Source: an optimization exercise on an open RTL-to-GDS flow (aim: small area, a short achievable clock period and few clock cycles per item). Production flows keep margins and buffers that such runs may drop.
Only simulation tests tie the RTL to the original design; equivalence was not proved.
Power is estimated from default activity; no workload was simulated.

==> module readPartH, before the edit <==
module readPartH
(
    input  logic [1:0] adr,
    input  logic       hd,
    output logic       qN
);
    assign qN = !(adr[1] && adr[0] && hd);
endmodule
==> module readLowZero, before the edit <==
module readLowZero
(
    input  logic [1:0] adr,
    output logic       zero
);
    assign zero = !(adr[1] || adr[0]);
endmodule
==> module readPartS, before the edit <==
module readPartS
(
    input  logic zero,            
    input  logic st,
    output logic qN
);
    assign qN = !(zero && st);
endmodule
==> module readPick, before the edit <==
module readPick
(
    input  logic sel,
    input  logic aN,              
    input  logic bN,              
    output logic q
);
    assign q = !(sel ? bN : aN);
endmodule
==> module readBitHS, before the edit <==
module readBitHS
(
    input  logic [2:0] adr,
    input  logic       zero,          
    input  logic       hd,
    input  logic       st,
    output logic       q
);
    logic forHeadN;
    logic forStatusN;
    readPartH uH (.adr(adr[1:0]), .hd, .qN(forHeadN));
    readPartS uS (.zero, .st, .qN(forStatusN));
    readPick  uP (.sel(adr[2]), .aN(forHeadN), .bN(forStatusN), .q);
endmodule
==> module pheapTop, before the edit <==
module pheapTop
(
    input  logic        clk,
    input  logic        rstN,
    input  logic        cyc,
    input  logic        stb,
    input  logic        we,
    input  logic [2:0]  adr,
    input  logic [31:0] datW,
    output logic        ack,
    output logic [31:0] datR
);
    localparam int N  = (1 << 5) - 1;    
    localparam int KW = 16;
    localparam int W  = 16 + 16;
    localparam int CW = 5;
    localparam int NA = N - 1;                       
    logic [NA-1:0][W-1:0] ent;        
    logic [NA-1:0]        vld;        
    logic                 pPush;      
    logic                 pPop;
    logic                 pRep;
    logic [W-1:0]         pKv;
    logic [CW-1:0]        count;      
    logic [W-1:0]         head;       
    logic                 overflow;
    logic                 underflow;
    logic [NA:0]          gt;         
    logic [NA-1:0][W-1:0] nxt;
    logic [NA-1:0]        takeL;
    logic [NA-1:0]        takeR;
    logic [NA-1:0]        takeN;
    logic [KW-1:0] pKeyN;             
    for (genvar i = 0; i < NA; i++) begin : genCmp
        logic g;
        keyCmpSmall uCmp (.a(ent[i][W-1 -: KW]), .nb(pKeyN), .gt(g));
        assign gt[i] = !vld[i] || g;
    end
    assign gt[NA] = 1'b1;
    for (genvar i = 0; i < NA; i++) begin : genSlot
        logic [W-1:0] fromL;
        logic [W-1:0] fromR;
        logic         gtL;
        logic         gtHere;
        if (i == 0) begin : genFirst
            assign fromL  = pKv;
            assign gtL    = 1'b0;
            assign gtHere = 1'b0;               
        end else begin : genNext
            assign fromL  = ent[i-1];
            assign gtL    = gt[i-1];
            assign gtHere = gt[i];
        end
        if (i == NA - 1) begin : genLast
            assign fromR = ent[i];
        end else begin : genPrev
            assign fromR = ent[i+1];
        end
        assign takeL[i] = pPush && gt[i] && gtL;
        assign takeN[i] = (pPush && gt[i] && !gtL) || (pRep && gt[i+1] && !gtHere);
        assign takeR[i] = pPop || (pRep && !gt[i+1]);
        assign nxt[i] = ({W{takeN[i]}} & pKv) |
                        ({W{takeL[i]}} & fromL) |
                        ({W{takeR[i]}} & fromR) |
                        ({W{!(takeN[i] || takeL[i] || takeR[i])}} & ent[i]);
    end
    always_ff @(posedge clk) begin
        ent <= nxt;
        if (!rstN) begin
            vld <= '0;
        end else if (pPush) begin
            vld <= {vld[NA-2:0], 1'b1};
        end else if (pPop) begin
            vld <= {1'b0, vld[NA-1:1]};
        end
    end
    logic acc;
    logic empty;
    logic full;
    logic one;
    logic isPush;
    logic isPop;
    logic isRep;
    logic statusRd;
    logic gtHead;         
    logic gtSecond;       
    logic gtE0;
    logic gtE1;
    logic gtP;
    logic aPush;          
    logic aPop;
    logic aRep;
    assign acc      = cyc && stb;
    assign ack      = acc;
    assign empty    = (count == '0);
    assign one      = (count == CW'(1));
    assign full     = (count == CW'(N));
    assign isPush   = acc && we && (adr == 3'd0);
    assign isPop    = acc && we && (adr == 3'd1);
    assign isRep    = acc && we && (adr == 3'd2);
    assign statusRd = acc && !we && (adr == 3'd4);
    keyCmp uCmpHead (.a(head[W-1 -: KW]),   .b(datW[W-1 -: KW]), .gt(gtHead));
    keyCmp uCmpE0   (.a(ent[0][W-1 -: KW]), .b(datW[W-1 -: KW]), .gt(gtE0));
    keyCmp uCmpE1   (.a(ent[1][W-1 -: KW]), .b(datW[W-1 -: KW]), .gt(gtE1));
    keyCmp uCmpP    (.a(pKv[W-1 -: KW]),    .b(datW[W-1 -: KW]), .gt(gtP));
    assign gtSecond = (takeN[0] && gtP) || (takeR[0] && gtE1) ||
                      (!(takeN[0] || takeR[0]) && gtE0);
    assign aPush = isPush && !full && !empty;
    assign aPop  = isPop && !empty && !one;
    assign aRep  = isRep && !empty && !one && !gtSecond;
    always_ff @(posedge clk) begin
        pKv   <= (isPush && gtHead) ? head : datW;
        pKeyN <= ~((isPush && gtHead) ? head[W-1 -: KW] : datW[W-1 -: KW]);
        if (!rstN) begin
            pPush     <= 1'b0;
            pPop      <= 1'b0;
            pRep      <= 1'b0;
            count     <= '0;
            overflow  <= 1'b0;
            underflow <= 1'b0;
        end else begin
            pPush     <= aPush;
            pPop      <= aPop;
            pRep      <= aRep;
            if ((isPush && !full) || (isRep && empty)) begin
                count <= count + 1'b1;
            end else if (isPop && !empty) begin
                count <= count - 1'b1;
            end
            overflow  <= (overflow && !statusRd) || (isPush && full);
            underflow <= (underflow && !statusRd) || (isPop && empty);
        end
    end
    logic hdTakeD;        
    logic hdTakeN;        
    assign hdTakeD = (isPush && !full && (empty || gtHead)) ||
                     (isRep && (empty || one || gtSecond));
    assign hdTakeN = (isPop && !empty) || (isRep && !empty && !one && !gtSecond);
    always_ff @(posedge clk) begin
        head <= ({W{hdTakeD}} & datW) |
                ({W{hdTakeN}} & nxt[0]) |
                ({W{!(hdTakeD || hdTakeN)}} & head);
    end
    pheapPkg::pqStatusT status;
    always_comb begin
        status           = '0;
        status.count     = pheapPkg::STAT_CNTW'(count);
        status.underflow = underflow;
        status.overflow  = overflow;
        status.full      = full;
        status.empty     = empty;
    end
    logic [W-1:0] headN;
    assign headN = ~head;
    logic [2:0] adrN;
    readAdr uAdr (.adr, .adrN);
    for (genvar g = 0; g < W / 8; g++) begin : genRead
        logic isHeadN;
        logic zero;
        readDec     uDec (.adr, .adrN, .isHeadN);
        readLowZero uZero (.adr(adr[1:0]), .zero);
        for (genvar j = 0; j < 8; j++) begin : genBit
            localparam int B = 8 * g + j;
            if (B < 5 + CW && B != 2) begin : genHS
                readBitHS uBit (.adr, .zero, .hd(head[B]), .st(status[B]), .q(datR[B]));
            end else begin : genH    
                readBitH uBit (.isHeadN, .hdN(headN[B]), .q(datR[B]));
            end
        end
    end
endmodule
==> flow/config.mk <==
export PLATFORM = sky130hd
export DESIGN_NAME = pheapTop
export DESIGN_NICKNAME = pheapTop
export VERILOG_FILES = /design/flow/design.v
export SDC_FILE = /design/flow/constraint.sdc
export NUM_CORES = 4
export LEC_CHECK = 0
export CAP_MARGIN = 20
export CORE_MARGIN = 2
export CORE_UTILIZATION = 48
export CTS_BUF_LIST = sky130_fd_sc_hd__clkbuf_16
export CTS_CLUSTER_DIAMETER = 80
export CTS_CLUSTER_SIZE = 24
export PLACE_DENSITY = 0.62
export SETUP_SLACK_MARGIN = 4.3
export SLEW_MARGIN = 20
export SYNTH_HIERARCHICAL = 1
export TNS_END_PERCENT = 0
==> flow/constraint.sdc <==
create_clock -name core_clock -period 8.0 [get_ports {clk}]
set_input_delay 1.6000 -clock core_clock [delete_from_list [all_inputs] [get_ports {clk}]]
set_output_delay 1.6000 -clock core_clock [all_outputs]
set_load 0.01 [all_outputs]
standard.sh (not shown) runs the stock make flow with config.mk's settings and CLKGATE_MAP_FILE= SYNTH_SCRIPT=/design/flow/synth_recipe.tcl, a recipe that flattens the netlist after the stock synthesis.
==> flow/flow/run.sh <==
#!/bin/bash
# The standard layout, with two changes:
# - before the pins are placed, the bus control, address and read data pins
#   are kept together on one edge (flow/pins.tcl);
# - right after global placement the port buffers that buffer_ports inserted
#   (delay cells) become plain buffers (flow/fixports.tcl),
# so that the paths from the inputs to the outputs can be timed down.
set -euo pipefail
W=$(pwd)
bash standard.sh PRE_IO_PLACEMENT_TCL="$W/flow/pins.tcl" POST_GLOBAL_PLACE_TCL="$W/flow/fixports.tcl" finish > "$W/standard.log" 2>&1
==> flow/flow/fixports.tcl <==
# The port buffers that buffer_ports inserted are delay cells; make them plain buffers.
set n 0
set block [ord::get_db_block]
foreach bterm [$block getBTerms] {
  if {[$bterm getName] == "clk"} { continue }
  set net [$bterm getNet]
  if {$net == "NULL"} { continue }
  foreach iterm [$net getITerms] {
    set inst [$iterm getInst]
    set master [[$inst getMaster] getName]
    if {[string match "sky130_fd_sc_hd__clkdlybuf*" $master] || [string match "sky130_fd_sc_hd__dlygate*" $master]} {
      replace_cell [get_cells [$inst getName]] sky130_fd_sc_hd__buf_4
      incr n
    }
  }
}
puts "fixports: replaced $n port buffers"
==> flow/flow/pins.tcl <==
# Keep the bus control, address and read data pins together on one edge,
# so the address decode and the read data gates sit next to all of them.
set names {cyc stb we ack}
for {set i 0} {$i < 3} {incr i} { lappend names "adr\[$i\]" }
for {set i 0} {$i < 32} {incr i} { lappend names "datR\[$i\]" }
set die [[ord::get_db_block] getDieArea]
set ymid [expr {([$die yMin] + [$die yMax]) / 2000.0}]
set lo [expr {int($ymid - 40)}]
set hi [expr {int($ymid + 40)}]
set_io_pin_constraint -pin_names $names -region right:$lo-$hi
puts "pins: [llength $names] read pins on the right edge, $lo-$hi um"
Testbench counts at the start, summed over its fixed seeds: cycles 12,000, items 12,000.
==> next run, changes <==
--- a/flow/design.v
+++ b/flow/design.v
@@ -61,49 +61,41 @@
 module readPartH
 (
     input  logic [1:0] adr,
     input  logic       hd,
-    output logic       qN
-);
-    assign qN = !(adr[1] && adr[0] && hd);
-endmodule
-module readLowZero
-(
-    input  logic [1:0] adr,
-    output logic       zero
+    output logic       q
 );
-    assign zero = !(adr[1] || adr[0]);
+    assign q = adr[1] && adr[0] && hd;
 endmodule
 module readPartS
 (
-    input  logic zero,            
-    input  logic st,
-    output logic qN
+    input  logic [1:0] adr,
+    input  logic       stN,           
+    output logic       q
 );
-    assign qN = !(zero && st);
+    assign q = !(adr[1] || adr[0] || stN);
 endmodule
 module readPick
 (
     input  logic sel,
-    input  logic aN,              
-    input  logic bN,              
+    input  logic a,               
+    input  logic b,               
     output logic q
 );
-    assign q = !(sel ? bN : aN);
+    assign q = sel ? b : a;
 endmodule
 module readBitHS
 (
     input  logic [2:0] adr,
-    input  logic       zero,          
     input  logic       hd,
-    input  logic       st,
+    input  logic       stN,           
     output logic       q
 );
-    logic forHeadN;
-    logic forStatusN;
-    readPartH uH (.adr(adr[1:0]), .hd, .qN(forHeadN));
-    readPartS uS (.zero, .st, .qN(forStatusN));
-    readPick  uP (.sel(adr[2]), .aN(forHeadN), .bN(forStatusN), .q);
+    logic forHead;
+    logic forStatus;
+    readPartH uH (.adr(adr[1:0]), .hd, .q(forHead));
+    readPartS uS (.adr(adr[1:0]), .stN, .q(forStatus));
+    readPick  uP (.sel(adr[2]), .a(forHead), .b(forStatus), .q);
 endmodule
 module keyCmp
 (
     input  logic [16-1:0] a,
@@ -335,20 +327,20 @@
         status.full      = full;
         status.empty     = empty;
     end
     logic [W-1:0] headN;
-    assign headN = ~head;
+    logic [W-1:0] statusN;
+    assign headN   = ~head;
+    assign statusN = ~status;
     logic [2:0] adrN;
     readAdr uAdr (.adr, .adrN);
     for (genvar g = 0; g < W / 8; g++) begin : genRead
         logic isHeadN;
-        logic zero;
-        readDec     uDec (.adr, .adrN, .isHeadN);
-        readLowZero uZero (.adr(adr[1:0]), .zero);
+        readDec uDec (.adr, .adrN, .isHeadN);
         for (genvar j = 0; j < 8; j++) begin : genBit
             localparam int B = 8 * g + j;
             if (B < 5 + CW && B != 2) begin : genHS
-                readBitHS uBit (.adr, .zero, .hd(head[B]), .st(status[B]), .q(datR[B]));
+                readBitHS uBit (.adr, .hd(head[B]), .stN(statusN[B]), .q(datR[B]));
             end else begin : genH    
                 readBitH uBit (.isHeadN, .hdN(headN[B]), .q(datR[B]));
             end
         end
What happened:
- The new run ran to the end with no violations
- power increases by 1.7%
- design area came out higher by 0.84%
- wire length shrinks by 2.9%
- setup slack improves by 47 ps
- hold slack barely changes
- global-route usage decreases by 1.6 points
- die area is higher by 1.1%
- sequential power increases by about 2%
- synthesized cell count is about the same
- core utilization rises by 0.15 points
Testbench counts after the change, summed over its fixed seeds: cycles 12,000, items 12,000.

-- what the ideal ports hide --
No port has a modelled driver above. Below, the same layouts with a new extraction and two added sets of constraints. Step 1 (the two cells are an assumption about what drives the block):
set clk [get_ports {clk}]
set_driving_cell -lib_cell sky130_fd_sc_hd__clkbuf_16 $clk
set_driving_cell -lib_cell sky130_fd_sc_hd__buf_2 [delete_from_list [all_inputs] $clk]
Step 2 also shifts input and output timing later by t, the mid clock arrival at the registers, as if the neighbouring blocks saw the same clock. Three values: ideal, step 1, step 2; two values: the first two.
run | t, ns | setup WS [ns] | hold slack, ns | cell pins on the clock port's net
the first run | 0.779 | 4.082 / 4.023 / 3.435 | 0.466 / 0.466 / 0.466 | 1
the second run | 0.775 | 4.129 / 3.942 / 3.620 | 0.468 / 0.468 / 0.468 | 1
After both steps every run listed still meets setup and hold. The setup slack of the first run, which loses most, moves by -0.059 ns with the drivers and by -0.647 ns with both steps.
